This is an optimization exercise on Yosys and OpenROAD, whose aim is small area and few clock cycles per item, not a production implementation.
Only simulation tests tie the RTL to the original design; equivalence was not proved.

== sierra ==
Design complex_mult_stream, start of the top module:
module complex_mult_stream
#(
  parameter int DIN_W  = cmplx_pkg::DIN_W_DEF,
  parameter int DOUT_W = cmplx_pkg::DOUT_W_DEF,
  parameter int SHIFT  = cmplx_pkg::SHIFT_DEF,
  parameter int TAG_W  = cmplx_pkg::TAG_W_DEF
) (
  input  logic                     i_clk,
  input  logic                     i_rst,
  input  logic                     i_valid,
  output logic                     o_ready,
  input  logic signed [DIN_W-1:0]  i_real_h,
  input  logic signed [DIN_W-1:0]  i_imag_h,
  input  logic signed [DIN_W-1:0]  i_real_y,
  input  logic signed [DIN_W-1:0]  i_imag_y,
  input  logic                     i_conj,
  input  logic [TAG_W-1:0]         i_tag,
  output logic                     o_valid,
  input  logic                     i_ready,
  output logic signed [DOUT_W-1:0] o_real,
  output logic signed [DOUT_W-1:0] o_imag,
  output logic [TAG_W-1:0]         o_tag,
  output logic                     o_ovf
);
For scale: about 2700 cells after synthesis, roughly 45 flip-flops, ~24000 um^2 of cells after synthesis.
==> flow/config.mk <==
export PLATFORM = sky130hd
export DESIGN_NAME = complex_mult_stream
export DESIGN_NICKNAME = complex_mult_stream
export VERILOG_FILES = /design/flow/design.v
export SDC_FILE = /design/flow/constraint.sdc
export NUM_CORES = 4
export LEC_CHECK = 0
export ABC_AREA = 1
export CAP_MARGIN = 20
export CORE_MARGIN = 2
export CORE_UTILIZATION = 60
export PLACE_DENSITY = 0.75
export SLEW_MARGIN = 20
export SYNTH_HIERARCHICAL = 1
==> flow/constraint.sdc <==
create_clock -name core_clock -period 7.5 [get_ports {i_clk}]
set_input_delay 1.5000 -clock core_clock [delete_from_list [all_inputs] [get_ports {i_clk}]]
set_output_delay 1.5000 -clock core_clock [all_outputs]
set_load 0.01 [all_outputs]
run.sh (not shown) runs the stock make flow with config.mk's settings and CLKGATE_MAP_FILE= SYNTH_SCRIPT=/design/flow/synth_recipe.tcl, a recipe that flattens the netlist after the stock synthesis.
Testbench counts of sierra, summed over its fixed seeds: cycles 4,808, items 4,800.
> inputs changed (sierra -> cedar)
- PLACE_DENSITY changed from 0.75 to 0.7
- CORE_UTILIZATION changed from 60 to 55
==> flow/flow/run.sh (new file) <==
#!/bin/bash
# The standard layout (standard.sh), except that the port buffers that
# buffer_ports inserts are buf_2 cells rather than the resizer's default pick.
set -o pipefail
export BUFFER_PORTS_ARGS="-buffer_cell sky130_fd_sc_hd__buf_2"
bash standard.sh > standard.log 2>&1
==> flow/standard.sh (new file) <==
#!/bin/bash
# synth_recipe.tcl (not shown) runs the flow's synth.tcl, then flattens the netlist and writes it again
# the make line also repeats each setting of config.mk as NAME=value (left out here)
make -C /OpenROAD-flow-scripts/flow DESIGN_CONFIG=/design/flow/config.mk WORK_HOME=/design/flow/orfs CLKGATE_MAP_FILE= SYNTH_SCRIPT=/design/flow/synth_recipe.tcl "${@:-finish}"
removed: flow/run.sh
Findings:
Summary — aggregate global-route resource usage, cedar relative to sierra: lower, by 3.9 points. Taking sierra as the reference, in cedar number of port buffers flat; total length of routed wires shows a reduction of 1.4 mm. The lower pre-CTS setup slack came out of sierra. Of sierra and cedar, the lower cell area belongs to cedar. Against sierra, cedar comes in 5.5 points lower on relative slew slack. Final worst-path setup slack is lower on cedar. Measured against each other, sierra and cedar differ in well tap count, the higher figure coming from cedar.
Here is what was changed in the inputs of lagoon compared with cedar.
- a change of CORE_UTILIZATION from 55 to 60
- a change of PLACE_DENSITY from 0.7 to 0.75
==> flow/flow/run.sh <==
#!/bin/bash
# The standard layout (standard.sh), except that the port buffers that
# buffer_ports inserts are buf_1 cells rather than the resizer's default pick.
set -o pipefail
export BUFFER_PORTS_ARGS="-buffer_cell sky130_fd_sc_hd__buf_1"
bash standard.sh > standard.log 2>&1
==> comparison <==
- In the metrics for cedar and lagoon, the one carrying the higher portion of the clock cycle consumed by the worst path in the final layout is cedar.
- Fmax was lower in the run labelled cedar.
- Diff cedar -> lagoon: clock skew dropped 0.0050 ns; sequential share of layout area was more or less identical.
What yarrow does differently from lagoon at the input level:
==> flow/flow/run.sh <==
#!/bin/bash
# The standard layout (standard.sh), except that the port buffers that
# buffer_ports inserts are buf_2 cells rather than the resizer's default pick.
set -o pipefail
export BUFFER_PORTS_ARGS="-buffer_cell sky130_fd_sc_hd__buf_2"
bash standard.sh > standard.log 2>&1
==> comparison <==
Via count of yarrow falls short of that of lagoon slightly.
Taking lagoon as the reference, in yarrow total global routing track utilization has remained practically unchanged, largest net degree at the start of global routing decreased by 4.1% relative to the old numbers.
Changes in onyx relative to yarrow:
- PLACE_DENSITY now 0.7, was 0.75
==> flow/flow/run.sh <==
#!/bin/bash
# The standard layout (standard.sh), except that the port buffers that
# buffer_ports inserts are buf_1 cells rather than the resizer's default pick.
set -o pipefail
export BUFFER_PORTS_ARGS="-buffer_cell sky130_fd_sc_hd__buf_1"
bash standard.sh > standard.log 2>&1
==> comparison <==
- Area of all placed cells without fillers across yarrow and onyx: no real change.
- Diff onyx..yarrow | placement row count | negligible
- Cmp yarrow and onyx / upper clock frequency limit / lower: onyx
- onyx reports its critical path capture point as q_re[14] while yarrow reports q_im[10].
- yarrow → onyx: post-route met1 wirelength picked up an extra 1.4 mm, final-stage net count neither gained nor lost much, routed wire length picked up an extra 2.8%, antenna diode count neither gained nor lost much.


Starting RTL as in the previous note.
export LEC_CHECK = 0
export ABC_AREA = 1
export CAP_MARGIN = 0
export CORE_MARGIN = 2
export CORE_UTILIZATION = 60
export PLACE_DENSITY = 0.75
export SLEW_MARGIN = 0
export SYNTH_HIERARCHICAL = 1
create_clock -name core_clock -period 7.5 [get_ports {i_clk}]
standard.sh (not shown) runs the stock make flow with config.mk's settings and CLKGATE_MAP_FILE= SYNTH_SCRIPT=/design/flow/synth_recipe.tcl, a recipe that flattens the netlist after the stock synthesis.
==> flow/flow/run.sh <==
#!/bin/bash
# The standard layout (standard.sh), except that the port buffers that
# buffer_ports inserts are buf_1 cells rather than the resizer's default pick.
set -o pipefail
export BUFFER_PORTS_ARGS="-buffer_cell sky130_fd_sc_hd__buf_1"
bash standard.sh > standard.log 2>&1
Testbench counts at the start, summed over its fixed seeds: cycles 4,808, items 4,800.
Next try:
==> flow/flow/run.sh (replaced) <==
#!/bin/bash
# The standard layout (standard.sh), except that the port buffers that
# buffer_ports inserts are buf_2 cells rather than the resizer's default pick.
set -o pipefail
export BUFFER_PORTS_ARGS="-buffer_cell sky130_fd_sc_hd__buf_2"
bash standard.sh > standard.log 2>&1
CAP_MARGIN = 5   (was 0)
SLEW_MARGIN = 5   (was 0)
Result: The new run completed without violations; wire length hardly moves; design area rises by about 0.7%; fmax is about the same; core utilization climbs by 0.43 points; area after synthesis does not change; critical path depth goes down by 1; worst hold slack is better by 5.1 ps; die area is unchanged; clock-buffer cell count stays the same; non-clock buffer count went up by 14.

-- re-timing with driven ports --
No port has a modelled driver above. Below, the same layouts with a new extraction and two added sets of constraints. Step 1, drivers: a clkbuf_16 drives i_clk and a buf_2 each remaining input, both assumed. Step 2 also shifts input and output timing later by t, the mid clock arrival at the registers, as if the neighbouring blocks saw the same clock. Three values: no drivers, after step 1, after step 2; two values: the first two.
| run | shift t [ns] | setup slack, ns | worst setup path after step 2 | latest minus earliest clock arrival (ns) | worst slew at a driven data input, ns |
|---|---|---|---|---|---|
| sierra | 0.386 | 0.189 / 0.223 / -0.163 | input to register | 0.006 / 0.006 | 0.08 |
| cedar | 0.390 | 0.135 / 0.176 / -0.213 | input to register | 0.015 / 0.015 | 0.19 |
| lagoon | 0.381 | 0.229 / 0.224 / -0.157 | input to register | 0.014 / 0.014 | 0.09 |
| yarrow | 0.381 | 0.284 / 0.281 / -0.100 | input to register | 0.010 / 0.011 | 0.19 |
| onyx | 0.397 | 0.253 / 0.191 / -0.206 | input to register | 0.013 / 0.013 | 0.19 |
| the first run of note 2 | 0.377 | 0.286 / 0.274 / -0.103 | input to register | 0.009 / 0.009 | 0.10 |
| the second run of note 2 | 0.381 | 0.284 / 0.281 / -0.100 | input to register | 0.010 / 0.011 | 0.19 |
With both steps, setup timing fails in every run listed, where it was met with ideal ports. The setup slack of onyx, which loses most, moves by -0.062 ns with the drivers and by -0.459 ns with both steps.
